Context: an optimization exercise on an open-source flow, tuned for small area. The choices shown serve that exercise and are no tape-out recipe. In this exercise RTL edits were held to simulation tests only and were not proved equivalent to the original. Power and IR drop assume default switching activity.

==> design/flow/design.v <==
`timescale 1ns/100ps
package rv32i_pkg;
    localparam int REG_COUNT  = 32;
    localparam int DMEM_WORDS = 64;
    localparam int DMEM_AW    = $clog2(64);
    typedef logic [32-1:0] word_t;
    typedef logic [4:0]          reg_addr_t;
    localparam logic [1:0] K_ALU = 2'd0, K_SHIFT = 2'd1, K_SLT = 2'd2, K_LOAD = 2'd3;
endpackage
`timescale 1ns/100ps
`timescale 1ns/100ps
module rv32i_regfile (
    input  logic       i_clk,
    input  logic       i_clr,       
    input  logic       i_we,
    input  logic [4:0] i_waddr,
    input  logic [3:0] i_wnib,
    input  logic [4:0] i_raddr1,
    input  logic [4:0] i_raddr2,
    output logic [3:0] o_rnib1,
    output logic [3:0] o_rnib2
);
    logic [31:0] ring [1:31];
    logic [3:0]  head [0:31];
    assign head[0] = 4'b0;
    genvar j;
    generate
        for (j = 1; j < 32; j++) begin : g_reg
            logic sel;
            assign sel     = i_clr || (i_we && i_waddr == j[4:0]);
            assign head[j] = ring[j][3:0];
            always_ff @(posedge i_clk) begin
                ring[j] <= {sel ? i_wnib : ring[j][3:0], ring[j][31:4]};
            end
        end
    endgenerate
    assign o_rnib1 = head[i_raddr1];
    assign o_rnib2 = head[i_raddr2];
endmodule
`timescale 1ns/100ps
`timescale 1ns/100ps
`timescale 1ns/100ps
module rv32i_data_mem (
    input  logic       i_clk,
    input  logic       i_we,
    input  logic [5:0] i_addr,
    input  logic [3:0] i_wnib,
    output logic [3:0] o_rnib
);
    logic [31:0] ring [0:63];
    logic [3:0]  head [0:63];
    genvar j;
    generate
        for (j = 0; j < 64; j++) begin : g_word
            logic sel;
            assign sel     = i_we && i_addr == j[5:0];
            assign head[j] = ring[j][3:0];
            always_ff @(posedge i_clk) begin
                ring[j] <= {sel ? i_wnib : ring[j][3:0], ring[j][31:4]};
            end
        end
    endgenerate
    assign o_rnib = head[i_addr];
endmodule
`timescale 1ns/100ps
module rv32i_core (
    input  logic      i_clk,
    input  logic      i_reset,
    output rv32i_pkg::word_t     o_imem_addr,
    input  rv32i_pkg::word_t     i_imem_data,
    output logic      o_wb_valid,
    output rv32i_pkg::reg_addr_t o_wb_rd,
    output rv32i_pkg::word_t     o_wb_data
);
    logic [2:0]  ph;
    logic        last;        
    logic        clr;         
    logic [31:1] pc_q;
    assign last = (ph == 3'd7);
    logic [31:0] ins;
    logic [6:0]  opc;
    logic [2:0]  f3;
    logic [4:0]  rd, rs1, rs2;
    logic        is_op, is_opi, is_lui, is_ld, is_st, is_br, is_jal, is_alu;
    logic        alt, sub;
    assign ins = i_imem_data;
    assign opc = ins[6:0];
    assign f3  = ins[14:12];
    assign rd  = ins[11:7];
    assign rs1 = ins[19:15];
    assign rs2 = ins[24:20];
    assign is_op  = (opc == 7'b0110011);
    assign is_opi = (opc == 7'b0010011);
    assign is_lui = (opc == 7'b0110111);
    assign is_ld  = (opc == 7'b0000011) && (f3 == 3'b010);
    assign is_st  = (opc == 7'b0100011) && (f3 == 3'b010);
    assign is_br  = (opc == 7'b1100011) && (f3[2:1] == 2'b00);
    assign is_jal = (opc == 7'b1101111);
    assign is_alu = is_op || is_opi;
    assign alt = ins[30] && (is_op || f3 == 3'b101);
    assign sub = is_br || (is_alu && (f3 == 3'b010 || f3 == 3'b011)) ||
                 (is_op && f3 == 3'b000 && ins[30]);
    logic        vB;          
    logic [4:0]  rdB;
    logic [1:0] kindB;
    logic        stB;         
    logic        leftB, arithB, signB, ltB;
    logic [7:0]  xA, xB;      
    logic [31:0] dq;          
    logic [27:0] tq;          
    logic [27:0] oq;          
    logic [3:0]  wnib;
    logic [3:0]  rf_a, rf_b, a_nib, rb_nib;
    rv32i_regfile u_regfile (
        .i_clk    (i_clk),
        .i_clr    (clr),
        .i_we     (vB),
        .i_waddr  (rdB),
        .i_wnib   (wnib),
        .i_raddr1 (rs1),
        .i_raddr2 (rs2),
        .o_rnib1  (rf_a),
        .o_rnib2  (rf_b)
    );
    assign a_nib  = (clr || (vB && rdB == rs1)) ? wnib : rf_a;
    assign rb_nib = (clr || (vB && rdB == rs2)) ? wnib : rf_b;
    logic [11:0] imm12;
    logic [3:0]  imm_nib, lui_nib, b_nib;
    logic [31:0] imm_bj;
    assign imm12 = is_st ? {ins[31:25], ins[11:7]} : ins[31:20];
    always_comb begin
        case (ph)
            3'd0:    imm_nib = imm12[3:0];
            3'd1:    imm_nib = imm12[7:4];
            3'd2:    imm_nib = imm12[11:8];
            default: imm_nib = {4{imm12[11]}};
        endcase
        case (ph)
            3'd3:    lui_nib = ins[15:12];
            3'd4:    lui_nib = ins[19:16];
            3'd5:    lui_nib = ins[23:20];
            3'd6:    lui_nib = ins[27:24];
            3'd7:    lui_nib = ins[31:28];
            default: lui_nib = 4'b0;
        endcase
    end
    assign b_nib = (is_op || is_br) ? rb_nib : imm_nib;
    assign imm_bj = is_jal ? {{11{ins[31]}}, ins[31], ins[19:12], ins[20], ins[30:21], 1'b0}
                           : {{19{ins[31]}}, ins[31], ins[7], ins[30:25], ins[11:8], 1'b0};
    logic       cy, zf;
    logic       cin, cout;
    logic [3:0] sum, res_nib, d_nib, cap_nib;
    logic       eq_now, taken, lt;
    logic [31:0] pc, pc4, target;
    logic [3:0] pc4_nib;
    assign cin = (ph == 3'd0) ? sub : cy;
    assign {cout, sum} = {1'b0, a_nib} + {1'b0, b_nib ^ {4{sub}}} + {4'b0, cin};
    assign eq_now = ((ph == 3'd0) || zf) && (sum == 4'b0);
    assign taken  = is_br && (eq_now ^ f3[0]);
    assign lt = (f3[0]) ? !cout : ((a_nib[3] ^ b_nib[3]) ? a_nib[3] : sum[3]);
    assign pc     = {pc_q, 1'b0};
    assign pc4    = pc + 32'd4;
    assign target = pc + imm_bj;
    assign pc4_nib = pc4[ph*4 +: 4];
    always_comb begin
        case (f3)
            3'b100:  res_nib = a_nib ^ b_nib;
            3'b110:  res_nib = a_nib | b_nib;
            3'b111:  res_nib = a_nib & b_nib;
            default: res_nib = sum;
        endcase
        if (is_lui)      d_nib = lui_nib;
        else if (is_jal) d_nib = pc4_nib;
        else if (is_st)  d_nib = rb_nib;
        else if (is_alu && f3[1:0] == 2'b01) d_nib = a_nib;    
        else             d_nib = res_nib;
    end
    assign cap_nib = (is_ld || is_st) ? sum : b_nib;
    always_ff @(posedge i_clk) begin
        cy <= cout;
        zf <= eq_now;
        dq <= {d_nib, dq[31:4]};
        tq <= {dq[3:0], tq[27:4]};
        oq <= {wnib, oq[27:4]};
        if (ph == 3'd0) xA[3:0] <= cap_nib;
        if (ph == 3'd1) xA[7:4] <= cap_nib;
        if (last) begin
            xB     <= xA;
            rdB    <= rd;
            leftB  <= (f3 == 3'b001);
            arithB <= alt;
            signB  <= a_nib[3];
            ltB    <= lt;
            if (is_ld)
                kindB <= rv32i_pkg::K_LOAD;
            else if (is_alu && f3[1:0] == 2'b01)
                kindB <= rv32i_pkg::K_SHIFT;
            else if (is_alu && f3[2:1] == 2'b01)
                kindB <= rv32i_pkg::K_SLT;
            else
                kindB <= rv32i_pkg::K_ALU;
        end
    end
    always_ff @(posedge i_clk) begin
        if (i_reset) begin
            ph   <= 3'd0;
            pc_q <= '0;
            clr  <= 1'b1;
            vB   <= 1'b0;
            stB  <= 1'b0;
        end else begin
            ph <= ph + 3'd1;
            if (last) begin
                pc_q <= (is_jal || taken) ? target[31:1] : pc4[31:1];
                clr  <= 1'b0;
                vB   <= (is_alu || is_lui || is_ld || is_jal) && rd != 5'd0;
                stB  <= is_st;
            end
        end
    end
    assign o_imem_addr = pc;
    logic [4:0]  sB;
    logic [31:0] hq;
    logic [3:0]  sh_nib, dm_nib;
    logic [5:0]  pos;
    assign sB  = xB[4:0];
    assign hq  = {dq[3:0], tq};
    assign pos = {1'b0, ph, 2'b00};
    logic [4:0] li [4];
    logic [4:0] ri [4];
    always_comb begin
        for (int k = 0; k < 4; k++) begin
            li[k] = 5'd28 + k[4:0] - sB;
            ri[k] = k[4:0] + sB;
            if (leftB)
                sh_nib[k] = (pos + k[5:0] >= {1'b0, sB}) ? hq[li[k]] : 1'b0;
            else
                sh_nib[k] = (pos + k[5:0] + {1'b0, sB} <= 6'd31) ? dq[ri[k]] : (arithB && signB);
        end
    end
    rv32i_data_mem u_data_mem (
        .i_clk  (i_clk),
        .i_we   (stB),
        .i_addr (xB[7:2]),
        .i_wnib (dq[3:0]),
        .o_rnib (dm_nib)
    );
    always_comb begin
        if (clr) wnib = 4'b0;
        else begin
            case (kindB)
                rv32i_pkg::K_SHIFT: wnib = sh_nib;
                rv32i_pkg::K_SLT:   wnib = {3'b0, ltB && ph == 3'd0};
                rv32i_pkg::K_LOAD:  wnib = dm_nib;
                default:            wnib = dq[3:0];
            endcase
        end
    end
    assign o_wb_valid = vB && last;
    assign o_wb_rd    = rdB;
    assign o_wb_data  = {wnib, oq};
endmodule
==> design/flow/run.sh <==
#!/bin/bash
# synth_recipe.tcl (not shown) runs the flow's synth.tcl, then flattens the netlist and writes it again
# the make line also repeats each setting of config.mk as NAME=value (left out here)
make -C /OpenROAD-flow-scripts/flow DESIGN_CONFIG=/design/flow/config.mk WORK_HOME=/design/flow/orfs CLKGATE_MAP_FILE= SYNTH_SCRIPT=/design/flow/synth_recipe.tcl finish
==> design/flow/config.mk <==
export PLATFORM = sky130hd
export DESIGN_NAME = rv32i_core
export DESIGN_NICKNAME = rv32i_core
export VERILOG_FILES = /design/flow/design.v
export SDC_FILE = /design/flow/constraint.sdc
export NUM_CORES = 4
export LEC_CHECK = 0
export CAP_MARGIN = 20
export CORE_MARGIN = 2
export CORE_UTILIZATION = 40
export SLEW_MARGIN = 20
==> design/flow/constraint.sdc <==
create_clock -name core_clock -period 12.0 [get_ports {i_clk}]
set_input_delay 2.4000 -clock core_clock [delete_from_list [all_inputs] [get_ports {i_clk}]]
set_output_delay 2.4000 -clock core_clock [all_outputs]
set_load 0.01 [all_outputs]
==> results of run 1 <==
[worst reg2reg max path, stage by stage, from the launching register on]
cell,delay [ns]
edfxtp_1,0.32
buf_4,0.56
inv_1,0.30
ha_1,0.73
buf_4,0.43
mux4_2,0.56
mux4_2,0.47
o22ai_1,0.32
o21ai_0,0.18
a21oi_2,0.13
nor2b_4,0.72
inv_1,0.16
a2111oi_0,0.50
or4_1,0.22
ha_1,0.26
xnor2_1,0.17
or4b_2,0.71
or4b_1,0.52
nand3b_1,0.10
buf_4,0.48
nand2_1,0.21
a2111oi_0,0.35
a211oi_1,0.09
[layout by cell type, fill, tap and decap left out, drive strengths merged, types with 62 or more instances in the layout]
cell type and count:
a21oi 105, dfxtp 3167, nand3b 90, clkinv 63, nor2 154, mux2 301, a21o 83, clkbuf 449
mux4 63, nand2 217, nor3b 66, o21ai 171, clkdlybuf4s50 99, buf 69, nand3 91, inv 64
ha 62, mux2i 71
[flip-flops by register name, summed over array words and instances, names as in the netlist, 2 cells and up]
signal,count
dq,32
kindB,2
oq,28
pc_q,31
ph,3
rdB,5
tq,28
u_data_mem.ring,2048
u_regfile.ring,992
xA,8
xB,8
[per-layer routing]
layer / share of wire, % / vias up
li1: - / 20300
met1: 46 / 21300
met2: 45 / 1388
met3: 5.6 / 431
met4: 3.9 / 8
met5: 0.025 / -
[worst min path at each step]
stage | startpoint | end | slack, ns | cells after the start
2_1_floorplan | u_data_mem.ring[0][4] | u_data_mem.ring[0][0] | 0.31 | 0
3_3_place_gp | u_data_mem.ring[58][21] | u_data_mem.ring[58][17] | 0.31 | 0
3_5_place_dp | u_data_mem.ring[17][4] | u_data_mem.ring[17][0] | 0.31 | 0
4_1_cts | u_data_mem.ring[13][14] | u_data_mem.ring[13][10] | 0.25 | 0
5_1_grt | u_data_mem.ring[13][19] | u_data_mem.ring[13][15] | 0.26 | 0
6_report | u_data_mem.ring[49][19] | u_data_mem.ring[49][15] | 0.26 | 0
[power by group]
group	internal, W	leakage [nW]	switching (W)
logic	0.000173	7.52	0.000261
clock network	0.00571	5.07	0.00387
registers	0.0107	25.8	0.000112
[cells by family (layout without fill, tap and decap cells)]
family	Yosys count	count (layout)
muxes	435	435
adders and majority gates	66	66
AOI/OAI and AO/OA	755	755
xor gates and xnor gates	69	69
buffers and inverters	299	771
other	1	4
and+or+nand+nor	915	915
DFF	3194	3194
[per-stage QoR]
stage	power [W]	setup slack, ns	utilization [%]	cells
after floorplan	0.0112	4.42	-	5734
after global placement	0.0115	2.61	42.1	8365
after detailed placement	0.0115	2.58	42.1	8365
after CTS	0.0210	2.86	47.1	8910
after global routing	0.0215	2.59	47.1	8912
final	0.0208	2.98	47.1	8913
[cell type report]
class	count	area, sq um	share of cell area (%)
flip-flops and latches	3194	64200	66.1
well taps	2704	3380	3.48
repair buffers	168	1580	1.62
multi-input cells	2241	17500	18.0
clock inverters	96	1010	1.04
inverters	58	218	0.224
clock buffers	449	9260	9.53
diodes	3	7.51	0.00773
==> metrics.md, run 1 <==
| Metric | Value |
|---|---|
| Num ports | `~100` |
| Maximum vdd drop | `0.188 mV` |
| Largest family of logic cells by synthesized area | `multiplexers` |
| Syn. warnings | `9` |
| Gr busiest metal | `met2` |
| Worst Skew | `just over 0.1 ns` |
| Critical path origin | `xB[1]` |
| CP bufs+invs | `6` |
| Synth top area share | `approximately three quarters` |
| Mean area per synthesized cell | `between 10 and 15 sq um` |
| Critical-path cell list | `buf_4 > inv_1 > ha_1 > buf_4 > mux4_2 > mux4_2 > o22ai_1 > o21ai_0 > a21oi_2 > nor2b_4 > inv_1 > buf_4 > clkdlybuf4s50_1` |
| Setup Buffers After CTS | `0` |
| Share of cells above drive strength 1 | `approximately 15%` |
| Cell variety after synth | `approximately 100` |
| Initial antenna violation count | `13` |
| GP Congestion | `about 0.92` |
| Post-synthesis mux area share | `6.75%` |
| Initial core utilization | `between 40% and 50%` |
| Fill cells | `17900` |
| Worst Path Required | `9.60 ns` |
| Dpl cell area | `0.0869 sq mm` |
| Post-cts sizing count | `0` |
| Setup TNS Final | `0 ns` |
| Top-count cell post-synth | `dfxtp_1` |
| Pre-Repair DR Iteration Count | `6` |
| Setup crit end | `o_wb_data[30]` |
| Ys async rst share | `0%` |
| Yosys reg bits | `3194` |
| Synthesized area | `between 0.08 and 0.09 sq mm` |
| Relative slew margins | `between 20% and 30%` |
| Synth Area in Compound Gates | `under 10%` |
| Final min period | `9.02 ns` |
| Synth area leaders | `dfxtp_1 (77%), mux2_2 (4.1%), mux4_2 (1.1%)` |
| Clk root buf | `clkbuf_16` |
| Dominant cell type by area after synthesis | `dfxtp_1` |
| Core ar. | `between 0.2 and 0.25 sq mm` |
| Worst reg2reg path endpoint | `pc_q[24]` |
| H-Tree Depth | `5` |
| Area of the die | `about 0.21 sq mm` |
| Critical path's slowest cell | `ha_1` |
| Grt met1 use | `between 20% and 30%` |
| Top cells by count, synth | `dfxtp_1 (3167), mux2_2 (300), nand2_1 (217), o21ai_0 (171), clkbuf_1 (162)` |
| Vias in the first global route | `roughly 43000` |
| Hold WC Path Type | `reg2reg` |
| Critical path arrival | `between 6 and 7 ns` |
| Largest net degree at the start of global routing | `70` |
| Vias per inst | `about 5` |
| Via count | `between 40000 and 50000` |
| DP HPWL | `133 mm` |
| Clk latency of the worst-skew pair | `between 0.9 and 1 ns` |
| Fmax | `111 MHz` |
| Synth Area in Simple Gates | `between 6 and 7%` |
| Static leakage | `approximately 38 nW` |
| Routed Antenna Nets | `0` |
| CP peak stage delay | `0.73 ns` |
| Post-Synth XOR/XNOR Area | `0.747%` |
| CTS tree | `done` |
| Hold WS | `0.261 ns` |
| Critical path launch point type | `flop` |
| Wire per inst | `22.4 microns` |
| Cts hold-fix bufs | `0` |
| Power per cell area | `around 210 mW/mm^2` |
| Post-route DRC violation count | `0` |
| Worst R2R Start | `xB[1]` |
| Syn nets | `roughly 6000` |
| Die Height | `~460 microns` |
| Slew @ Worst Pin | `1.08 ns` |
| EDFF count, synth | `27` |
| Period utilization | `75.1%` |
| M2 GR Usage | `between 20% and 30%` |
| GRT overflow | `0` |
| P&R area growth vs syn | `17.2%` |
| Drt first-iter violations | `between 3000 and 4000` |
| Total GRT Usage | `between 10% and 20%` |
| CP endpoint kind | `primary output` |
| Worst path most repeated cell | `buf_4` |
| Seq/Total Area, Yosys | `77.5%` |
| Setup violators final | `0` |
| Critical path class | `reg2out` |
| Worst-path clk slew | `about 0.06 ns` |
| Internal reg-to-reg setup slack | `about 3.3 ns` |
| Status | `timing/DRC/antenna clean` |
| Critical path's top delay family | `buffers and inverters` |
| Post-synth top flop | `dfxtp_1` |
| Reg2reg path depth | `22` |
| Max cap viols | `0` |
| Site Rows | `around 170` |
| Clk buf depth | `4` |
| Final Hold Vio Count | `0` |
| Die W | `459 microns` |
| Total CTS buffers | `approximately 310` |
| Final Max Tran Viols | `0` |
| Synth Area in Adders | `1.03%` |
| Finished layout cell area | `about 0.1 sq mm` |
| Cell count along the critical path | `13` |
| Clock sinks | `between 3000 and 4000` |
| WL final | `about 200 mm` |
| First-pass GRT wire length | `a little under 300 mm` |
| Critical Path Fanout Max | `between 40 and 50` |
| Nets | `a little over 6000` |
| RSZ-0062 raised after global routing | `false` |
| PortBufs | `just over 100` |
| GR met3 Demand/Resource | `3.55%` |
| Cell count after synthesis | `between 5000 and 6000` |
==> inputs of run 2 (changes only) <==
--- a/design/flow/config.mk
+++ b/design/flow/config.mk
@@ -7,5 +7,8 @@
 export LEC_CHECK = 0
+export ABC_AREA = 1
 export CAP_MARGIN = 20
 export CORE_MARGIN = 2
-export CORE_UTILIZATION = 40
+export CORE_UTILIZATION = 60
+export CTS_BUF_LIST = sky130_fd_sc_hd__clkbuf_8
+export CTS_CLUSTER_SIZE = 30
 export SLEW_MARGIN = 20
==> run 2 against run 1 <==
Worst setup slack better by 0.41 ns. Clock power is 14% lower. Final area is 4.1% lower. Synthesized cell count is 20% higher. Maximum frequency is 4.8% higher. Sequential share of layout area is 2.8 points higher. Sequential cell count stayed put. Register-to-register slack better by 1.1 ns. Sequential power hardly changed. Final cell count is 6.0% higher. Synthesized area is 2.3% lower. Clock skew is 0.025 ns higher. Critical path type unchanged. Largest cell class unchanged. Highest routed layer unchanged.
==> metrics.md, run 2 <==
| Metric | Value |
|---|---|
| Area of the die | `approximately 0.14 sq mm` |
| Power per cell area | `between 200 and 250 mW/mm^2` |
| Period utilization | `a little under three quarters` |
| Total GRT Usage | `27.2%` |
| PortBufs | `102` |
| Synth Area in Compound Gates | `5.24%` |
| Final min period | `8.61 ns` |
| Yosys reg bits | `3194` |
| Post-synth top flop | `dfxtp_1` |
| CP bufs+invs | `4` |
| Routed Antenna Nets | `0` |
| Setup Buffers After CTS | `0` |
| First-pass GRT wire length | `278 mm` |
| Post-route DRC violation count | `0` |
| Placed cell count | `just under 9000` |
| Biggest regs | `u_data_mem.ring x2048, u_regfile.ring x992, dq x32` |
| Critical Path Fanout Max | `30` |
| Nets | `roughly 7400` |
| Cell variety after synth | `53` |
| CP endpoint kind | `primary output` |
| Top-count cell post-synth | `dfxtp_1` |
| GP Congestion | `0.948` |
| Final Hold Vio Count | `0` |
| Drt first-iter violations | `about 3700` |
| GRT overflow | `0` |
| Top reg by flops | `u_data_mem.ring` |
| P&R area growth vs syn | `15.0%` |
| Total CTS buffers | `452` |
| Synth Area in Adders | `~1.1%` |
| Fmax | `116 MHz` |
| Synth area leaders | `dfxtp_1 (78%), nand2_1 (7.0%), o21ai_0 (3.1%)` |
| Most common cell after layout, fill and taps aside | `dfxtp_1` |
| Most frequent cells in the layout | `dfxtp_1 (3166), nand2_1 (1507), clkbuf_8 (583)` |
| Clk network pwr share | `a little over two fifths` |
| Site Rows | `134` |
| Core ar. | `0.134 sq mm` |
| EDFF count, synth | `27` |
| Critical path launch point type | `flop` |
| Status | `timing/DRC/antenna clean` |
| Clock sinks | `3194` |
| Vias in the first global route | `about 46000` |
| Critical path's slowest cell | `edfxtp_1` |
| Clk latency of the worst-skew pair | `about 1.1 ns` |
| Maximum vdd drop | `~0.15 mV` |
| Cell count after synthesis | `a little under 7000` |
| Pre-Repair DR Iteration Count | `6` |
| Slew @ Worst Pin | `between 1 and 1.5 ns` |
| Worst Skew | `0.127 ns` |
| Critical path's top delay family | `simple AND/OR/NAND/NOR gates` |
| Hold WC Path Type | `reg2reg` |
| Logic pwr share | `under 10%` |
| Die W | `371 microns` |
| Flop pwr share | `a little under three fifths` |
| Initial antenna violation count | `5` |
| Post-Synth XOR/XNOR Area | `less than 1%` |
| Synth top area share | `between 70 and 80%` |
| RSZ-0062 raised after global routing | `false` |
| Non-Filler Instances | `around 9500` |
| Synth Area in Simple Gates | `between 10% and 20%` |
| Switch share | `a little over a fifth` |
| Cts hold-fix bufs | `0` |
| Post-cts sizing count | `0` |
| Syn. warnings | `9` |
| Post-layout util | `a little over two thirds` |
| P_sw | `slightly above 0.004 W` |
| CTS tree | `done` |
| WL final | `about 190 mm` |
| CP peak stage delay | `slightly above 0.7 ns` |
| DP HPWL | `roughly 130 mm` |
| Num ports | `between 100 and 150` |
| Setup TNS Final | `0 ns` |
| Max cap viols | `0` |
| Static leakage | `just under 40 nW` |
| Clk root buf | `clkbuf_8` |
| Largest net degree at the start of global routing | `86` |
| Share of cells above drive strength 1 | `about a tenth` |
| Relative slew margins | `roughly 28%` |
| Largest family of logic cells by synthesized area | `simple AND/OR/NAND/NOR gates` |
| Largest register FFs | `2048` |
| Ys async rst share | `0%` |
| Final Max Tran Viols | `0` |
| Via count | `approximately 47000` |
| Worst Path Required | `9.60 ns` |
| Syn nets | `approximately 7000` |
| Vias per inst | `4.98` |
| Setup violators final | `0` |
| Die Height | `371 microns` |
| Worst path most repeated cell | `nand2_1` |
| Hold WS | `0.250 ns` |
| Initial core utilization | `60.5%` |
| Dominant cell type by area after synthesis | `dfxtp_1` |
| Critical path class | `reg2out` |
| Worst-path clk slew | `0.06 ns` |
| Internal power | `approximately 0.015 W` |
| Post-synthesis mux area share | `less than 1%` |
| H-Tree Depth | `5` |
| Critical path arrival | `6.21 ns` |
| Clk buf depth | `4` |
| Top cells by count, synth | `dfxtp_1 (3167), nand2_1 (1507), o21ai_0 (509), inv_1 (408), nor2_1 (309)` |
| Critical-path cell list | `inv_2 > nand2_1 > nor2_1 > nand2_1 > nor2_1 > nor3_1 > nand2_1 > nor2_1 > nand2_1 > o21ai_1 > nand3_1 > nand2_1 > buf_4 > inv_1 > clkdlybuf4s50_1` |
| Mean area per synthesized cell | `11.8 sq um` |
| Seq/Total Area, Yosys | `between 70 and 80%` |
| Wire per inst | `about 20 microns` |
| Synthesized area | `approximately 0.081 sq mm` |
run 2: area by class of cell:
class                   instances  area [sq um]
well taps                    1768          2210
inverters                     418          1570
clock buffers                 583          8020
fillers                      9498         40700
multi-input cells            3145         14700
diodes                          5          12.5
flip-flops and latches       3194         64200
repair buffers                133          1250
clock inverters               205          1130
run 2: final timing paths:
check | startpoint | to | slack, ns | cells after the start
worst max-delay path | xB[2] | o_wb_data[29] | 3.39 | 15
worst min-delay path | u_data_mem.ring[0][9] | u_data_mem.ring[0][5] | 0.25 | 0
worst max register to register | xB[2] | pc_q[13] | 4.40 | 33
worst min register to register | u_data_mem.ring[0][9] | u_data_mem.ring[0][5] | 0.25 | 0
run 2: per-stage QoR:
step / total power (W) / worst slack (ns) / cell area (sq um)
after floorplan: 0.0112 / 5.99 / 81000
after global placement: 0.0113 / 3.35 / 84000
after detailed placement: 0.0113 / 3.39 / 84000
after CTS: 0.0195 / 3.47 / 93100
after global routing: 0.0200 / 3.22 / 93100
final: 0.0194 / 3.39 / 93100
run 2: kinds of logic (layout without fill, tap and decap cells):
| kind of cell | Yosys count | in the layout |
|---|---|---|
| AOI/OAI and AO/OA | 774 | 774 |
| other | 1 | 6 |
| adders and majority gates | 66 | 66 |
| DFF | 3194 | 3194 |
| xor gates and xnor gates | 52 | 52 |
| muxes | 4 | 4 |
| buffers and inverters | 540 | 1339 |
| and+or+nand+nor | 2248 | 2248 |
run 2: power by group through the flow:
stage	sequential, W	clock (W)	combinational [W]
3_3_place_gp	0.0110	0	0.000359
3_5_place_dp	0.0110	0	0.000360
2_1_floorplan	0.0110	0	0.000208
6_report	0.0107	0.00825	0.000367
4_1_cts	0.0107	0.00843	0.000362
5_1_grt	0.0107	0.00889	0.000395
run 2: per-layer routing:
layer | global-route usage (%) | wire length (microns)
met2 | 43.6 | 86300
met4 | 13.5 | 8990
met1 | 35.6 | 82800
met3 | 4.88 | 9800
met5 | 0 | 11
==> inputs of run 3 (changes only) <==
--- a/design/flow/config.mk
+++ b/design/flow/config.mk
@@ -11,4 +11,4 @@
 export CORE_UTILIZATION = 60
-export CTS_BUF_LIST = sky130_fd_sc_hd__clkbuf_8
-export CTS_CLUSTER_SIZE = 30
+export CTS_BUF_LIST = sky130_fd_sc_hd__clkbuf_4
+export CTS_CLUSTER_SIZE = 20
 export SLEW_MARGIN = 20
==> run 3 against run 2 <==
Non-clock buffer count stayed put. Final cell count grew 4.6%. Maximum frequency shrank 2.6%. Critical path depth did not move. Worst setup slack got worse by 0.23 ns. Die area unchanged. First-iteration DRC count decreased by 3.5%. Critical path type unchanged. Critical endpoint unchanged.
==> metrics.md, run 3 <==
| Metric | Value |
|---|---|
| Status | `timing/DRC/antenna clean` |
| Vias in the first global route | `around 48000` |
| CP peak stage delay | `between 0.7 and 0.8 ns` |
| Critical-path cell list | `inv_2 > nand2_1 > nor2_1 > nand2_1 > nor2_1 > nor3_1 > nand2_1 > nor2_1 > nand2_1 > o21ai_1 > nand3_1 > nand2_1 > buf_4 > inv_1 > clkdlybuf4s50_1` |
| Fmax | `between 100 and 150 MHz` |
| Setup Buffers After CTS | `0` |
| RSZ-0062 raised after global routing | `false` |
| Pre-Repair DR Iteration Count | `6` |
| Maximum vdd drop | `roughly 0.14 mV` |
| Syn. warnings | `9` |
| Largest register FFs | `about 2000` |
| Num ports | `between 100 and 150` |
| Syn nets | `about 7000` |
| Critical path arrival | `6.43 ns` |
| Drt first-iter violations | `approximately 3600` |
| Power per cell area | `206 mW/mm^2` |
| Post-route DRC violation count | `0` |
| Largest family of logic cells by synthesized area | `simple AND/OR/NAND/NOR gates` |
| CTS tree | `done` |
| GP Congestion | `~0.95` |
| Internal power | `0.0150 W` |
| Share of cells above drive strength 1 | `between 10% and 20%` |
| Static leakage | `about 39 nW` |
| Die Height | `between 300 and 400 microns` |
| Max cap viols | `0` |
| Slew @ Worst Pin | `1.07 ns` |
| Total GRT Usage | `between 20% and 30%` |
| Critical Path Fanout Max | `30` |
| Synth Area in Simple Gates | `11.3%` |
| WL final | `~190 mm` |
| Synthesized area | `between 0.08 and 0.09 sq mm` |
| Post-Synth XOR/XNOR Area | `0.562%` |
| Dominant cell type by area after synthesis | `dfxtp_1` |
| Setup violators final | `0` |
| Placed cell count | `around 8700` |
| Site Rows | `~130` |
| Initial core utilization | `60.5%` |
| Worst Path Required | `approximately 9.6 ns` |
| Post-synthesis mux area share | `less than 1%` |
| Via count | `48600` |
| Critical path launch point type | `flop` |
| Clk root buf | `clkbuf_4` |
| Nets | `between 7000 and 8000` |
| Worst path most repeated cell | `nand2_1` |
| Flop pwr share | `between 50% and 60%` |
| Critical path's slowest cell | `edfxtp_1` |
| Post-cts sizing count | `0` |
| Final min period | `8.83 ns` |
| Initial antenna violation count | `6` |
| P&R area growth vs syn | `14.7%` |
| Switch share | `between 20% and 30%` |
| Area of the multi-input gates | `0.0147 sq mm` |
| Period utilization | `about three quarters` |
| Synth top area share | `about four fifths` |
| Top cells by count, synth | `dfxtp_1 (3167), nand2_1 (1507), o21ai_0 (509), inv_1 (408), nor2_1 (309)` |
| Cells on Worst Hold Path | `0` |
| Largest net degree at the start of global routing | `86` |
| Most frequent cells in the layout | `dfxtp_1 (3166), nand2_1 (1507), clkbuf_4 (1083)` |
| Most common cell after layout, fill and taps aside | `dfxtp_1` |
| Post-synth top flop | `dfxtp_1` |
| GRT overflow | `0` |
| H-Tree Depth | `6` |
| Clock sinks | `about 3200` |
| Relative slew margins | `~28%` |
| Clk buf depth | `4` |
| Worst Skew | `~0.16 ns` |
| Hold WC Path Type | `reg2reg` |
| Fill cells | `between 9000 and 10000` |
| Non-Filler Instances | `between 9000 and 10000` |
| Total CTS buffers | `719` |
| Cell count after synthesis | `about 6900` |
| Core ar. | `between 0.1 and 0.15 sq mm` |
| Clk network pwr share | `41.9%` |
| Reg area | `0.0642 sq mm` |
| EDFF count, synth | `27` |
| Cts hold-fix bufs | `0` |
| Setup TNS Final | `0 ns` |
| Cell variety after synth | `53` |
| Yosys reg bits | `~3200` |
| Reg2reg path depth | `33` |
| Vias per inst | `4.91` |
| Final Max Tran Viols | `0` |
| Worst-path clk slew | `about 0.06 ns` |
| Clk latency of the worst-skew pair | `approximately 1.3 ns` |
| Routed Antenna Nets | `0` |
| Die W | `around 370 microns` |
| PortBufs | `102` |
| First-pass GRT wire length | `between 200 and 300 mm` |
| P_sw | `0.00408 W` |
| Seq/Total Area, Yosys | `between 70% and 80%` |
| Final Hold Vio Count | `0` |
| Critical path class | `reg2out` |
| Mean area per synthesized cell | `approximately 12 sq um` |
| Synth Area in Adders | `about 1.1%` |
| Area of the die | `~0.14 sq mm` |
| Synth Area in Compound Gates | `under 10%` |
| Top reg by flops | `u_data_mem.ring` |
| Top-count cell post-synth | `dfxtp_1` |
| Wire per inst | `19.1 microns` |
| Ys async rst share | `0%` |
| CP endpoint kind | `primary output` |
| DP HPWL | `~130 mm` |
| Synth area leaders | `dfxtp_1 (78%), nand2_1 (7.0%), o21ai_0 (3.1%)` |
| Logic pwr share | `approximately 1.9%` |
| Biggest regs | `u_data_mem.ring x2048, u_regfile.ring x992, dq x32` |
## run 3: worst paths after layout
| kind | startpoint | endpoint | slack, ns |
|---|---|---|---|
| worst min register to register | u_regfile.ring[24][4] | u_regfile.ring[24][0] | 0.25 |
| worst max register to register | xB[2] | pc_q[13] | 4.39 |
| worst min-delay path | u_regfile.ring[24][4] | u_regfile.ring[24][0] | 0.25 |
| worst max-delay path | xB[2] | o_wb_data[29] | 3.17 |
## run 3: cell type report
cell class | instances | area share [%]
clock buffers | 1083 | 8.75
diodes | 9 | 0.0242
clock inverters | 137 | 0.822
inverters | 418 | 1.69
well taps | 1768 | 2.38
multi-input cells | 3145 | 15.9
repair buffers | 133 | 1.35
flip-flops and latches | 3194 | 69.1
## run 3: power groups by stage
| stage | Clock (W) | Combinational, W | Sequential [W] |
|---|---|---|---|
| after floorplan | 0 | 0.000208 | 0.0110 |
| after global placement | 0 | 0.000359 | 0.0110 |
| after detailed placement | 0 | 0.000360 | 0.0110 |
| after CTS | 0.00824 | 0.000361 | 0.0107 |
| after global routing | 0.00880 | 0.000396 | 0.0107 |
| final | 0.00802 | 0.000364 | 0.0107 |
## run 3: metrics by stage
stage	total power, W	utilization [%]	hold slack, ns	worst slack, ns	area [sq um]
4_1_cts	0.0193	69.4	0.263	3.20	92900
2_1_floorplan	0.0112	-	0.310	5.99	81000
5_1_grt	0.0199	69.4	0.267	2.89	92900
3_3_place_gp	0.0113	62.8	0.310	3.35	84000
6_report	0.0191	69.4	0.255	3.17	92900
3_5_place_dp	0.0113	62.8	0.312	3.39	84000
## run 3: worst max-delay path, delay by kind of cell (launching register included)
family	cells	cell delay [ns]
AO/OA/AOI/OAI	1	0.41
buffers and inverters	4	1.39
flip-flops	1	0.72
AND/OR/NAND/NOR	10	2.65
## run 3: kinds of logic after synthesis
group | count (synthesis)
AOI/OAI and AO/OA | 774
xor gates and xnor gates | 52
adders and majority gates | 66
other | 1
and+or+nand+nor | 2248
buffers and inverters | 540
muxes | 4
DFF | 3194
## run 3: per-layer routing
layer / vias up / wire length [microns] / global-route usage (%)
li1: 23900 / - / -
met1: 22700 / 83700 / 35.2
met3: 380 / 9660 / 5.86
met4: 2 / 7960 / 13.9
met2: 1533 / 87300 / 43.6
met5: - / 13 / 0
==> inputs of run 4 (changes only) <==
--- a/design/flow/design.v
+++ b/design/flow/design.v
@@ -146,3 +146,4 @@
     end
-    assign b_nib = (is_op || is_br) ? rb_nib : imm_nib;
+    assign b_nib = is_jal ? {1'b0, ph == 3'd0, 2'b00} :
+                   (is_op || is_br) ? rb_nib : imm_nib;
     assign imm_bj = is_jal ? {{11{ins[31]}}, ins[31], ins[19:12], ins[20], ins[30:21], 1'b0}
@@ -153,6 +154,7 @@
     logic       eq_now, taken, lt;
-    logic [31:0] pc, pc4, target;
-    logic [3:0] pc4_nib;
+    logic [31:0] pc, npc;
+    logic [3:0] pc_nib, op_a;
+    assign op_a = is_jal ? pc_nib : a_nib;
     assign cin = (ph == 3'd0) ? sub : cy;
-    assign {cout, sum} = {1'b0, a_nib} + {1'b0, b_nib ^ {4{sub}}} + {4'b0, cin};
+    assign {cout, sum} = {1'b0, op_a} + {1'b0, b_nib ^ {4{sub}}} + {4'b0, cin};
     assign eq_now = ((ph == 3'd0) || zf) && (sum == 4'b0);
@@ -161,5 +163,4 @@
     assign pc     = {pc_q, 1'b0};
-    assign pc4    = pc + 32'd4;
-    assign target = pc + imm_bj;
-    assign pc4_nib = pc4[ph*4 +: 4];
+    assign npc    = pc + ((is_jal || taken) ? imm_bj : 32'd4);
+    assign pc_nib = pc[ph*4 +: 4];
     always_comb begin
@@ -172,3 +173,3 @@
         if (is_lui)      d_nib = lui_nib;
-        else if (is_jal) d_nib = pc4_nib;
+        else if (is_jal) d_nib = sum;
         else if (is_st)  d_nib = rb_nib;
@@ -213,3 +214,3 @@
             if (last) begin
-                pc_q <= (is_jal || taken) ? target[31:1] : pc4[31:1];
+                pc_q <= npc[31:1];
                 clr  <= 1'b0;
@@ -224,18 +225,27 @@
     logic [3:0]  sh_nib, dm_nib;
-    logic [5:0]  pos;
     assign sB  = xB[4:0];
     assign hq  = {dq[3:0], tq};
-    assign pos = {1'b0, ph, 2'b00};
-    logic [4:0] li [4];
-    logic [4:0] ri [4];
-    always_comb begin
-        for (int k = 0; k < 4; k++) begin
-            li[k] = 5'd28 + k[4:0] - sB;
-            ri[k] = k[4:0] + sB;
-            if (leftB)
-                sh_nib[k] = (pos + k[5:0] >= {1'b0, sB}) ? hq[li[k]] : 1'b0;
-            else
-                sh_nib[k] = (pos + k[5:0] + {1'b0, sB} <= 6'd31) ? dq[ri[k]] : (arithB && signB);
-        end
-    end
+    logic [2:0] q;
+    logic [1:0] r;
+    logic [3:0] fill;
+    logic [3:0] rn0, rn1, ln0, ln1;
+    logic [7:0] rwin, lwin;
+    logic [3:0] dn [8];
+    logic [3:0] hn [8];
+    assign q    = sB[4:2];
+    assign r    = sB[1:0];
+    assign fill = {4{arithB && signB}};
+    always_comb begin
+        for (int n = 0; n < 8; n++) begin
+            dn[n] = dq[n*4 +: 4];
+            hn[n] = hq[n*4 +: 4];
+        end
+    end
+    assign rn0  = ({1'b0, ph} + {1'b0, q} <= 4'd7) ? dn[q] : fill;
+    assign rn1  = ({1'b0, ph} + {1'b0, q} <= 4'd6) ? dn[q + 3'd1] : fill;
+    assign rwin = {rn1, rn0} >> r;
+    assign ln0  = (q <= ph) ? hn[3'd7 - q] : 4'b0;
+    assign ln1  = ({1'b0, q} + 4'd1 <= {1'b0, ph}) ? hn[3'd6 - q] : 4'b0;
+    assign lwin = {ln0, ln1} << r;
+    assign sh_nib = leftB ? lwin[7:4] : rwin[3:0];
     rv32i_data_mem u_data_mem (
==> design/flow/flow/run.sh (new file) <==
#!/bin/bash
# The standard layout, with a leaner clock tree: mid-size sink clusters
# of clkbuf_8 leaf buffers and no dummy loads.
set -euo pipefail
export CTS_ARGS="-sink_clustering_enable -repair_clock_nets -dont_use_dummy_load -buf_list sky130_fd_sc_hd__clkbuf_8 -sink_clustering_size 18 -sink_clustering_max_diameter 45"
bash standard.sh > standard.log 2>&1
==> design/flow/standard.sh (new file) <==
#!/bin/bash
# synth_recipe.tcl (not shown) runs the flow's synth.tcl, then flattens the netlist and writes it again
# the make line also repeats each setting of config.mk as NAME=value (left out here)
make -C /OpenROAD-flow-scripts/flow DESIGN_CONFIG=/design/flow/config.mk WORK_HOME=/design/flow/orfs CLKGATE_MAP_FILE= SYNTH_SCRIPT=/design/flow/synth_recipe.tcl "${@:-finish}"
--- a/design/flow/config.mk
+++ b/design/flow/config.mk
@@ -11,4 +11,2 @@
 export CORE_UTILIZATION = 60
-export CTS_BUF_LIST = sky130_fd_sc_hd__clkbuf_4
-export CTS_CLUSTER_SIZE = 20
 export SLEW_MARGIN = 20
removed: design/flow/run.sh
==> run 4 against run 3 <==
Critical endpoint is now pc_q[31]. Highest routed layer unchanged. Final cell count is 15% lower. Non-clock buffer count is 2 lower. Combinational power is 6.0% higher. Global-route usage is 1.3 points lower. Utilization is 4.5 points lower. Clock power is 44% lower. Power is 18% lower. Die area is 2.3% lower.
==> metrics.md, run 4 <==
| Metric | Value |
|---|---|
| Final Max Tran Viols | `0` |
| Biggest regs | `u_data_mem.ring x2048, u_regfile.ring x992, dq x32` |
| WL final | `around 180 mm` |
| Top cells by count, synth | `dfxtp_1 (3167), nand2_1 (1268), o21ai_0 (499), inv_1 (396), nor2_1 (297)` |
| Critical path's top delay family | `simple AND/OR/NAND/NOR gates` |
| Seq/Total Area, Yosys | `81.1%` |
| Critical path class | `in2reg` |
| Initial antenna violation count | `5` |
| Dominant cell type by area after synthesis | `dfxtp_1` |
| Die Height | `between 300 and 400 microns` |
| Routed Antenna Nets | `0` |
| Post-route DRC violation count | `0` |
| H-Tree Depth | `4` |
| Top-count cell post-synth | `dfxtp_1` |
| CP endpoint kind | `flop` |
| Mean area per synthesized cell | `12.3 sq um` |
| Critical path origin | `i_imem_data[24]` |
| Top reg by flops | `u_data_mem.ring` |
| Synth top area share | `roughly four fifths` |
| DP HPWL | `approximately 130 mm` |
| GRT overflow | `0` |
| Via count | `between 40000 and 50000` |
| Worst Path Required | `approximately 13 ns` |
| Critical path launch point type | `input pin` |
| Worst R2R Start | `xB[3]` |
| Syn. warnings | `9` |
| RSZ-0062 raised after global routing | `false` |
| Worst-path clk slew | `0.09 ns` |
| Initial core utilization | `60.4%` |
| Ys async rst share | `0%` |
| Wire per inst | `approximately 21 microns` |
| Post-cts sizing count | `0` |
| Clk buf depth | `3` |
| Status | `timing/DRC/antenna clean` |
| PortBufs | `about 100` |
| Power per cell area | `184 mW/mm^2` |
| Worst path most repeated cell | `nand2_1` |
| Worst reg2reg path endpoint | `pc_q[31]` |
| Setup TNS Final | `0 ns` |
| Synthesized area | `0.0792 sq mm` |
| Most common cell after layout, fill and taps aside | `dfxtp_1` |
| Max cap viols | `0` |
| Total GRT Usage | `between 20% and 30%` |
| Cts hold-fix bufs | `0` |
| Most frequent cells in the layout | `dfxtp_1 (3166), nand2_1 (1268), o21ai_0 (499)` |
| Final Hold Vio Count | `0` |
| Slew @ Worst Pin | `~1.1 ns` |
| Area of the multi-input gates | `~0.013 sq mm` |
| Reg2reg path depth | `44` |
| Critical path's slowest cell | `clkdlybuf4s50_1` |
| Largest register FFs | `2048` |
| Setup Buffers After CTS | `0` |
| Vias per inst | `around 5` |
| Area of the die | `~0.13 sq mm` |
| Setup violators final | `0` |
| P&R area growth vs syn | `7.55%` |
| First-pass GRT wire length | `roughly 260 mm` |
| Min-delay src | `u_data_mem.ring[18][17]` |
| Total CTS buffers | `about 210` |
| Largest net degree at the start of global routing | `between 50 and 60` |
| Period utilization | `80.3%` |
| Worst Skew | `between 0.1 and 0.15 ns` |
| CP peak stage delay | `about 0.93 ns` |
| CTS tree | `done` |
| Static leakage | `between 30 and 40 nW` |
| Yosys reg bits | `3194` |
| Tot Pwr | `~0.016 W` |
| Clock sinks | `around 3200` |
| Fill cells | `10000` |
| Hold WS | `0.241 ns` |
| Maximum vdd drop | `0.160 mV` |
| Core ar. | `between 0.1 and 0.15 sq mm` |
| Post-synth top flop | `dfxtp_1` |
| Relative slew margins | `28.1%` |
| Pre-Repair DR Iteration Count | `5` |
| Reg area | `0.0642 sq mm` |
| Site Rows | `between 100 and 150` |
| Share of cells above drive strength 1 | `4.58%` |
| Internal reg-to-reg setup slack | `2.48 ns` |
| Nets | `between 6000 and 7000` |
| Worst Hold End | `u_data_mem.ring[18][13]` |
| Hold WC Path Type | `reg2reg` |
| Clk root buf | `clkbuf_8` |
| Syn nets | `6525` |
| Num ports | `around 100` |
| Critical Path Fanout Max | `18` |
| Cell variety after synth | `61` |
| Synth area leaders | `dfxtp_1 (80%), nand2_1 (6.0%), o21ai_0 (3.2%)` |
| CP bufs+invs | `4` |
| EDFF count, synth | `27` |
| Cell count after synthesis | `roughly 6400` |
| Clk latency of the worst-skew pair | `roughly 0.95 ns` |
| Die W | `between 300 and 400 microns` |
| Critical path arrival | `approximately 10 ns` |
| Vias in the first global route | `slightly above 40000` |
| GP Congestion | `0.931` |
| Fmax | `about 100 MHz` |
| Cells on Worst Hold Path | `0` |
| Final min period | `9.64 ns` |
| Drt first-iter violations | `3404` |
==> run 4: cell count changes after synthesis, moves of 13 or more <==
cell	previous run	this run
clkbuf_1	91	72
nand2_1	1507	1268
o2bb2ai_1	1	19
xor2_1	36	17
nor4_1	22	9
nor3_1	64	27
nand3_1	276	151
==> run 4: worst register-to-register path: cells and delay by family, from the launching register on <==
family                     cells  cell delay, ns
and+or+nand+nor               32            5.29
xor gates and xnor gates       1            0.17
AOI/OAI and AO/OA              3            0.78
buffers and inverters          4            0.57
adders and majority gates      4            2.00
DFF                            1            0.61
==> run 4: worst max-delay path by stage <==
stage	slack (ns)	cells after the start	endpoint
6_report	2.36	36	pc_q[31]
4_1_cts	2.52	36	pc_q[31]
2_1_floorplan	4.16	37	pc_q[17]
5_1_grt	1.76	36	pc_q[31]
3_3_place_gp	1.67	36	pc_q[25]
3_5_place_dp	1.59	36	pc_q[25]
==> run 4: per-stage QoR <==
| step | setup WS (ns) | utilization, % | area [sq um] | instances |
|---|---|---|---|---|
| after CTS | 2.52 | 64.9 | 85100 | 8437 |
| after global routing | 1.76 | 64.9 | 85100 | 8438 |
| after floorplan | 4.16 | - | 79200 | 6434 |
| final | 2.36 | 64.9 | 85100 | 8442 |
| after detailed placement | 1.59 | 62.7 | 82200 | 8223 |
| after global placement | 1.67 | 62.7 | 82200 | 8223 |
==> run 4: cell type report <==
type                            count  area share [%]
Sequential cell                  3194            75.4
Multi-Input combinational cell   2725            15.2
Clock buffer                      214            3.46
Tap cell                         1755            2.58
Inverter                          418            1.84
Timing Repair Buffer              131            1.46
Antenna cell                        5          0.0147
==> run 4: per-layer routing <==
metal,vias up,GRT usage [%],wire length (microns)
met2,1085,43.2,83100
li1,20800,-,-
met5,-,0,24
met4,4,11.8,8390
met3,390,4.11,7660
met1,19800,33.7,76900
==> run 4: cell families (layout without fill, tap and decap cells) <==
group / count (synthesis) / after routing / synth area share (%)
flops: 3194 / 3194 / 81.1
simple gates: 1846 / 1846 / 9.47
compound gates: 792 / 792 / 5.59
buf+inv: 515 / 763 / 2.51
fa+ha+maj: 57 / 57 / 0.939
xor+xnor: 29 / 29 / 0.364
other cells: 1 / 6 / 0.00474
==> run 4: power breakdown <==
| part | switching, W | internal [W] |
|---|---|---|
| logic | 0.000303 | 0.0000830 |
| clock network | 0.00290 | 0.00159 |
| registers | 0.0000613 | 0.0107 |
==> inputs of run 5 (changes only) <==
==> design/flow/flow/run.sh (replaced) <==
#!/bin/bash
# The standard layout (standard.sh) with three changes to how it is made:
#  - synthesis is the standard flow's own script, but its final ABC technology mapping
#    uses an area-oriented script (flow/abc_area.script); registers, their
#    names and cell types come out exactly as in the standard synthesis;
#  - the port buffers that global placement inserts are buf_1 cells;
#  - clock tree: mid-size sink clusters of clkbuf_8 and no dummy loads.
# Each tool's full output is in standard.log and orfs/logs/.
set -euo pipefail
HERE=$(pwd)
export CTS_ARGS="-sink_clustering_enable -repair_clock_nets -dont_use_dummy_load -buf_list sky130_fd_sc_hd__clkbuf_8 -sink_clustering_size 18 -sink_clustering_max_diameter 45"
export BUFFER_PORTS_ARGS="-buffer_cell sky130_fd_sc_hd__buf_1"
cat > "$HERE/area_synth.tcl" <<EOT
proc abc {args} {
  set i [lsearch -exact \$args -script]
  if {\$i >= 0} { lset args [expr {\$i + 1}] $HERE/flow/abc_area.script }
  yosys abc {*}\$args
}
source $HERE/synth_recipe.tcl
EOT
bash standard.sh "SYNTH_SCRIPT=$HERE/area_synth.tcl" finish > standard.log 2>&1
==> design/flow/flow/abc_area.script (new file) <==
strash
&get -n
&deepsyn -T 120
&put
dch -f
map -a
==> run 5 against run 4 <==
Global-route usage up 0.77 points. Worst setup slack worse by 1.2 ns. Clock-buffer cell count unchanged. Sequential share of layout area up 1.4 points. Critical path type is now reg2reg. Highest routed layer unchanged.
==> metrics.md, run 5 <==
| Metric | Value |
|---|---|
| Initial core utilization | `60.5%` |
| EDFF count, synth | `27` |
| Status | `timing/DRC/antenna clean` |
| Critical path's slowest cell | `fa_1` |
| Worst-path clk slew | `0.09 ns` |
| Power per cell area | `between 150 and 200 mW/mm^2` |
| Vias per inst | `approximately 5` |
| Period utilization | `approximately 90%` |
| GRT overflow | `0` |
| Fmax | `92.2 MHz` |
| Synth top area share | `between 80 and 90%` |
| Routed Antenna Nets | `0` |
| Total GRT Usage | `26.8%` |
| Seq/Total Area, Yosys | `between 80% and 90%` |
| Mean area per synthesized cell | `about 14 sq um` |
| First-pass GRT wire length | `between 200 and 300 mm` |
| Biggest regs | `u_data_mem.ring x2048, u_regfile.ring x992, dq x32` |
| CTS tree | `done` |
| Clk root buf | `clkbuf_8` |
| Relative slew margins | `between 20 and 25%` |
| Ys async rst share | `0%` |
| Top-count cell post-synth | `dfxtp_1` |
| CP peak stage delay | `0.58 ns` |
| Initial antenna violation count | `4` |
| Final min period | `~11 ns` |
| Critical path arrival | `11.66 ns` |
| Largest net degree at the start of global routing | `60` |
| Via count | `approximately 40000` |
| Wire per inst | `roughly 23 microns` |
| Site Rows | `130` |
| Synth area leaders | `dfxtp_1 (83%), nand2_1 (2.5%), o21ai_0 (2.0%)` |
| Largest register FFs | `between 2000 and 2500` |
| Hold WS | `around 0.23 ns` |
| Num ports | `~100` |
| Worst Path Required | `12.81 ns` |
| Final Hold Vio Count | `0` |
| Cell count after synthesis | `between 5000 and 6000` |
| Syn. warnings | `9` |
| Yosys reg bits | `between 3000 and 4000` |
| Worst path most repeated cell | `nor2_1` |
| Slew @ Worst Pin | `~1.2 ns` |
| Cts hold-fix bufs | `0` |
| Die Height | `between 300 and 400 microns` |
| Drt first-iter violations | `around 3300` |
| Total CTS buffers | `about 210` |
| Area of the die | `0.130 sq mm` |
| Critical Path Fanout Max | `5` |
| Most common cell after layout, fill and taps aside | `dfxtp_1` |
| H-Tree Depth | `4` |
| Static leakage | `between 30 and 40 nW` |
| Syn nets | `around 5600` |
| Top cells by count, synth | `dfxtp_1 (3167), nand2_1 (499), clkinv_1 (347), nor2_1 (308), o21ai_0 (304)` |
| Critical path class | `reg2reg` |
| Synthesized area | `0.0761 sq mm` |
| Clk latency of the worst-skew pair | `roughly 0.96 ns` |
| Critical path launch point type | `flop` |
| Top reg by flops | `u_data_mem.ring` |
| P&R area growth vs syn | `9.89%` |
| Most frequent cells in the layout | `dfxtp_1 (3166), nand2_1 (498), clkinv_1 (341)` |
| WL final | `between 150 and 200 mm` |
| Max cap viols | `0` |
| GP Congestion | `roughly 0.95` |
| PortBufs | `a little over 100` |
| Fill cells | `approximately 9400` |
| Setup violators final | `0` |
| Pre-Repair DR Iteration Count | `6` |
| Maximum vdd drop | `about 0.14 mV` |
| Setup TNS Final | `0 ns` |
| Final Max Tran Viols | `0` |
| Vias in the first global route | `between 30000 and 40000` |
| Share of cells above drive strength 1 | `under 10%` |
| Hold WC Path Type | `reg2reg` |
| Die W | `~360 microns` |
| Clock sinks | `around 3200` |
| Cell variety after synth | `46` |
| CP endpoint kind | `flop` |
| DP HPWL | `between 100 and 150 mm` |
| Clk buf depth | `3` |
| Dominant cell type by area after synthesis | `dfxtp_1` |
| Worst Skew | `approximately 0.13 ns` |
| Post-synth top flop | `dfxtp_1` |
| Core ar. | `approximately 0.13 sq mm` |
| Nets | `6190` |
| Post-route DRC violation count | `0` |
-- run 5: cell types whose count changed in the layout (fill, tap and decap cells not counted), sizes merged, moves of 15 or more --
cell / delta
inv: -406
o22ai: +145
clkinv: +333
a21oi: +36
o21ai: -203
nor3: +16
buf: +344
o2bb2ai: -19
a22oi: +169
nand4: -15
nand3: -122
nand2: -784
clkdlybuf4s50: -102
-- run 5: area by class of cell --
cell class | count | area, sq um | share of cell area (%)
antenna | 4 | 10.0 | 0.0120
clock buffer | 214 | 2950 | 3.52
inverter | 347 | 1310 | 1.57
multi-input combinational | 1969 | 10600 | 12.7
sequential | 3194 | 64200 | 76.8
tap | 1650 | 2060 | 2.47
timing repair buffer | 373 | 2450 | 2.94
-- run 5: final timing paths --
check,from,to,slack [ns],cells after the start
setup reg to reg,xB[6],pc_q[31],1.15,68
setup / recovery,xB[6],pc_q[31],1.15,68
hold / removal,u_data_mem.ring[61][27],u_data_mem.ring[61][23],0.23,0
hold reg to reg,u_data_mem.ring[61][27],u_data_mem.ring[61][23],0.23,0
-- run 5: report_power, final --
| group | total, W | switching (W) | internal (W) |
|---|---|---|---|
| sequential | 0.0108 | 0.0000650 | 0.0107 |
| clock | 0.00450 | 0.00291 | 0.00159 |
| combinational | 0.000386 | 0.000282 | 0.000104 |
-- run 5: logic make-up after synthesis --
kind of cell | Yosys count | share of synthesized area (%)
buffers and inverters | 348 | 1.72
adder cells (fa/ha/maj) | 57 | 0.977
XOR/XNOR | 10 | 0.115
flip-flops | 3194 | 84.4
AND/OR/NAND/NOR | 931 | 4.88
AO/OA/AOI/OAI | 970 | 7.91
other | 1 | 0.00493
-- run 5: repair_timing --
action | 4_1_cts | 5_1_grt
endpoints found under the setup margin | 0 | 9
buffers inserted | 0 | 1
resized for setup | 0 | 11
-- run 5: metrics by stage --
step	utilization, %	cells	power (W)	setup WS [ns]	cell area, sq um
floorplan	-	5511	0.0111	1.22	76100
global placement	64.1	7532	0.0114	0.373	80600
detailed placement	64.1	7532	0.0114	0.453	80600
CTS	66.5	7746	0.0158	0.927	83600
global route	66.5	7750	0.0162	-0.00497	83600
finish	66.5	7751	0.0156	1.15	83600
-- run 5: critical path, delay by kind of cell, from the launching register on --
kind	cells	cell delay, ns
and+or+nand+nor	31	3.62
buffers and inverters	14	1.77
xor gates and xnor gates	2	0.28
DFF	1	0.56
AOI/OAI and AO/OA	17	2.84
adders and majority gates	4	1.69
-- run 5: metal layers --
metal / part of all wire (%) / track usage (%) / wire [microns] / vias to the layer above
li1: - / - / - / 19300
met1: 44 / 35.2 / 77400 / 19200
met2: 47 / 44.2 / 81800 / 1075
met3: 4.2 / 3.97 / 7380 / 368
met4: 4.7 / 12.3 / 8220 / 2
met5: 0.0074 / 0 / 13 / -
==> inputs of run 6 (changes only) <==
==> design/flow/flow/abc_area.script (replaced) <==
&get -n
&st
&syn2
&dch -f
&nf -a
&st
&syn2
&dch -f
&nf -a
&put
==> run 6 against run 5 <==
Still clean. Maximum frequency shrank 4.2%. Die area rose by 0.90%. Via count down 1.6%. Utilization shrank 1.6 points. Final area decreased by 1.1%. Worst setup slack got worse by 0.47 ns. Register-to-register slack got worse by 0.47 ns. Critical endpoint unchanged. Largest power group unchanged. Highest routed layer unchanged.
==> metrics.md, run 6 <==
| Metric | Value |
|---|---|
| Status | `timing/DRC/antenna clean` |
| Top-count cell post-synth | `dfxtp_1` |
| Wire per inst | `about 25 microns` |
| Dominant cell type by area after synthesis | `dfxtp_1` |
| First-pass GRT wire length | `approximately 260 mm` |
| CP endpoint kind | `flop` |
| Drt first-iter violations | `just under 4000` |
| Die W | `roughly 360 microns` |
| Core ar. | `around 0.13 sq mm` |
| Final Max Tran Viols | `0` |
| Critical path launch point type | `flop` |
| Top cells by count, synth | `dfxtp_1 (3167), nor2_1 (338), nand2_1 (305), o21ai_0 (237), a21oi_1 (164)` |
| CP peak stage delay | `about 0.75 ns` |
| Worst path most repeated cell | `a21oi_1` |
| Dpl cell area | `approximately 0.080 sq mm` |
| Seq/Total Area, Yosys | `83.6%` |
| Total GRT Usage | `roughly 27%` |
| Num ports | `about 100` |
| Critical path's slowest cell | `nor4_1` |
| Most frequent cells in the layout | `dfxtp_1 (3164), nor2_1 (338), nand2_1 (305)` |
| Post-synth top flop | `dfxtp_1` |
| Worst Skew | `0.122 ns` |
| Reg area | `0.0642 sq mm` |
| Syn nets | `5347` |
| Static leakage | `approximately 32 nW` |
| Synth top area share | `between 80% and 90%` |
| Largest net degree at the start of global routing | `between 60 and 70` |
| Critical Path Fanout Max | `10` |
| Post-route DRC violation count | `0` |
| Final min period | `approximately 11 ns` |
| Cell variety after synth | `63` |
| Area of the die | `between 0.1 and 0.15 sq mm` |
| Mean area per synthesized cell | `14.6 sq um` |
| PortBufs | `approximately 100` |
| Initial core utilization | `between 60 and 70%` |
| Most common cell after layout, fill and taps aside | `dfxtp_1` |
| Clk root buf | `clkbuf_8` |
| Nets | `around 5700` |
| Initial antenna violation count | `2` |
| CTS tree | `done` |
| Vias per inst | `5.39` |
| Clock sinks | `between 3000 and 4000` |
| Maximum vdd drop | `around 0.14 mV` |
| Power per cell area | `roughly 190 mW/mm^2` |
| Site Rows | `131` |
| Ys async rst share | `0%` |
| Cts hold-fix bufs | `0` |
| Setup TNS Final | `0 ns` |
| Finished layout cell area | `around 0.083 sq mm` |
| Top reg by flops | `u_data_mem.ring` |
| Area of the multi-input gates | `around 0.012 sq mm` |
| Hold WC Path Type | `reg2reg` |
| Syn. warnings | `9` |
| Worst Path Required | `12.81 ns` |
| Relative slew margins | `between 20% and 30%` |
| Period utilization | `94.3%` |
| EDFF count, synth | `27` |
| RSZ-0062 raised after global routing | `false` |
| GP Congestion | `0.977` |
| GRT overflow | `0` |
| Clk latency of the worst-skew pair | `approximately 0.96 ns` |
| Die Height | `roughly 360 microns` |
| Hold WS | `around 0.26 ns` |
| Cells on Worst Hold Path | `0` |
| Share of cells above drive strength 1 | `5.19%` |
| Via count | `between 30000 and 40000` |
| Critical path class | `reg2reg` |
| Reg2reg path depth | `40` |
| Critical path arrival | `~12 ns` |
| Fill cells | `approximately 9400` |
| Synthesized area | `0.0768 sq mm` |
| Biggest regs | `u_data_mem.ring x2048, u_regfile.ring x992, dq x32` |
| Post-cts sizing count | `0` |
| Largest register FFs | `roughly 2000` |
| Cell count after synthesis | `between 5000 and 6000` |
| Vias in the first global route | `37900` |
| P&R area growth vs syn | `7.68%` |
| Max cap viols | `0` |
| Pre-Repair DR Iteration Count | `6` |
| WL final | `180 mm` |
| Slew @ Worst Pin | `roughly 1.1 ns` |
| H-Tree Depth | `4` |
| DP HPWL | `between 100 and 150 mm` |
| Routed Antenna Nets | `0` |
| Setup Buffers After CTS | `0` |
| Total CTS buffers | `~210` |
| Synth area leaders | `dfxtp_1 (83%), a22o_1 (1.7%), nor2_1 (1.7%)` |
| Yosys reg bits | `about 3200` |
| Clk buf depth | `3` |
| Fmax | `88.3 MHz` |
| Setup violators final | `0` |
| Worst-path clk slew | `around 0.1 ns` |
| Final Hold Vio Count | `0` |
run 6: cell types whose count changed in the layout (fill, tap and decap cells not counted), sizes merged, moves of 19 or more:
| cell | change |
|---|---|
| nand2 | -194 |
| mux2 | +68 |
| o21ai | -67 |
| clkinv | -291 |
| nand2b | +19 |
| nor2 | +30 |
| a22oi | -35 |
| buf | -212 |
| a211oi | +22 |
| o22ai | -189 |
| a221oi | +37 |
| nor2b | +19 |
| a222oi | +21 |
| a22o | +136 |
run 6: final cells by class:
| cell class | instances | area share, % |
|---|---|---|
| timing repair buffer | 162 | 1.01 |
| multi-input combinational | 2008 | 15.0 |
| inverter | 53 | 0.241 |
| antenna | 2 | 0.00605 |
| tap | 1662 | 2.52 |
| clock buffer | 213 | 3.55 |
| sequential | 3194 | 77.7 |
run 6: cells by family after synthesis:
logic type | share of synthesized area (%)
buffers and inverters | 0.269
XOR/XNOR | 0.433
AO/OA/AOI/OAI | 8.07
AND/OR/NAND/NOR | 5.30
other | 0.00488
adder cells (fa/ha/maj) | 0.968
multiplexers | 1.32
flip-flops | 83.6
run 6: worst paths after layout:
path                    startpoint               endpoint  slack [ns]
min reg2reg  u_regfile.ring[29][9]  u_regfile.ring[29][5]        0.26
max reg2reg                  xB[3]               pc_q[31]        0.68
min          u_regfile.ring[29][9]  u_regfile.ring[29][5]        0.26
max                          xB[3]               pc_q[31]        0.68
run 6: metrics by stage:
step / std cells / setup WS (ns) / power (W) / utilization (%)
6_report: 7294 / 0.679 / 0.0156 / 64.9
5_1_grt: 7293 / 0.118 / 0.0161 / 64.9
4_1_cts: 7292 / 0.905 / 0.0157 / 64.9
3_5_place_dp: 7079 / 0.989 / 0.0113 / 62.6
3_3_place_gp: 7079 / 1.07 / 0.0113 / 62.6
2_1_floorplan: 5256 / 0.778 / 0.0111 / -
run 6: where the power goes:
part | internal [W] | switching, W | total [W]
Sequential | 0.0107 | 0.0000691 | 0.0107
Combinational | 0.0000791 | 0.000253 | 0.000332
Clock | 0.00158 | 0.00291 | 0.00449
run 6: per-layer routing:
metal | routed length [microns] | up-vias | global-route usage, %
li1 | - | 18600 | -
met1 | 78500 | 19000 | 35.8
met2 | 81500 | 1322 | 43.4
met3 | 10600 | 410 | 5.50
met4 | 9860 | 2 | 13.9
met5 | 15 | - | 0
run 6: worst max-delay path, delay by kind of cell (launching register included):
family	cells	cell delay (ns)
AO/OA/AOI/OAI	20	5.33
XOR/XNOR	2	0.32
adder cells (fa/ha/maj)	5	2.00
buffers and inverters	3	0.51
flip-flops	1	0.61
AND/OR/NAND/NOR	10	2.40

afterwards: timing with drivers on the ports:
No port has a modelled driver above. Below, the same layouts with a new extraction and two added sets of constraints.
Step 1: set_driving_cell puts a clkbuf_16 on i_clk and a buf_2 on each other input, an assumption about the parent block.
Step 2 times the ports against the registers' clock, not the clock port: input delays grow and output delays shrink by t, the midpoint of the rising clock arrivals with the driver on.
Three values: no drivers, after step 1, after step 2; two values: the first two.
run | shift t [ns] | setup WS [ns] | worst hold slack (ns) | slew at the worst register clock pin (ns)
run 1 | 0.972 | 2.982 / 2.901 / 2.337 | 0.261 / 0.261 / 0.261 | 0.08 / 0.08
run 2 | 1.063 | 3.394 / 3.321 / 3.227 | 0.250 / 0.250 / 0.250 | 0.07 / 0.07
run 3 | 1.295 | 3.167 / 3.093 / 3.275 | 0.255 / 0.255 / 0.255 | 0.08 / 0.08
run 4 | 0.954 | 2.359 / 2.383 / 1.429 | 0.241 / 0.241 / 0.241 | 0.11 / 0.11
run 5 | 0.964 | 1.152 / 1.152 / 0.220 | 0.233 / 0.233 / 0.233 | 0.11 / 0.11
run 6 | 0.965 | 0.679 / 0.679 / 0.679 | 0.263 / 0.263 / 0.263 | 0.11 / 0.11
After both steps setup and hold are still met in every run listed. The setup slack of run 5, which loses most, moves by 0.000 ns with the drivers and by -0.932 ns with both steps.
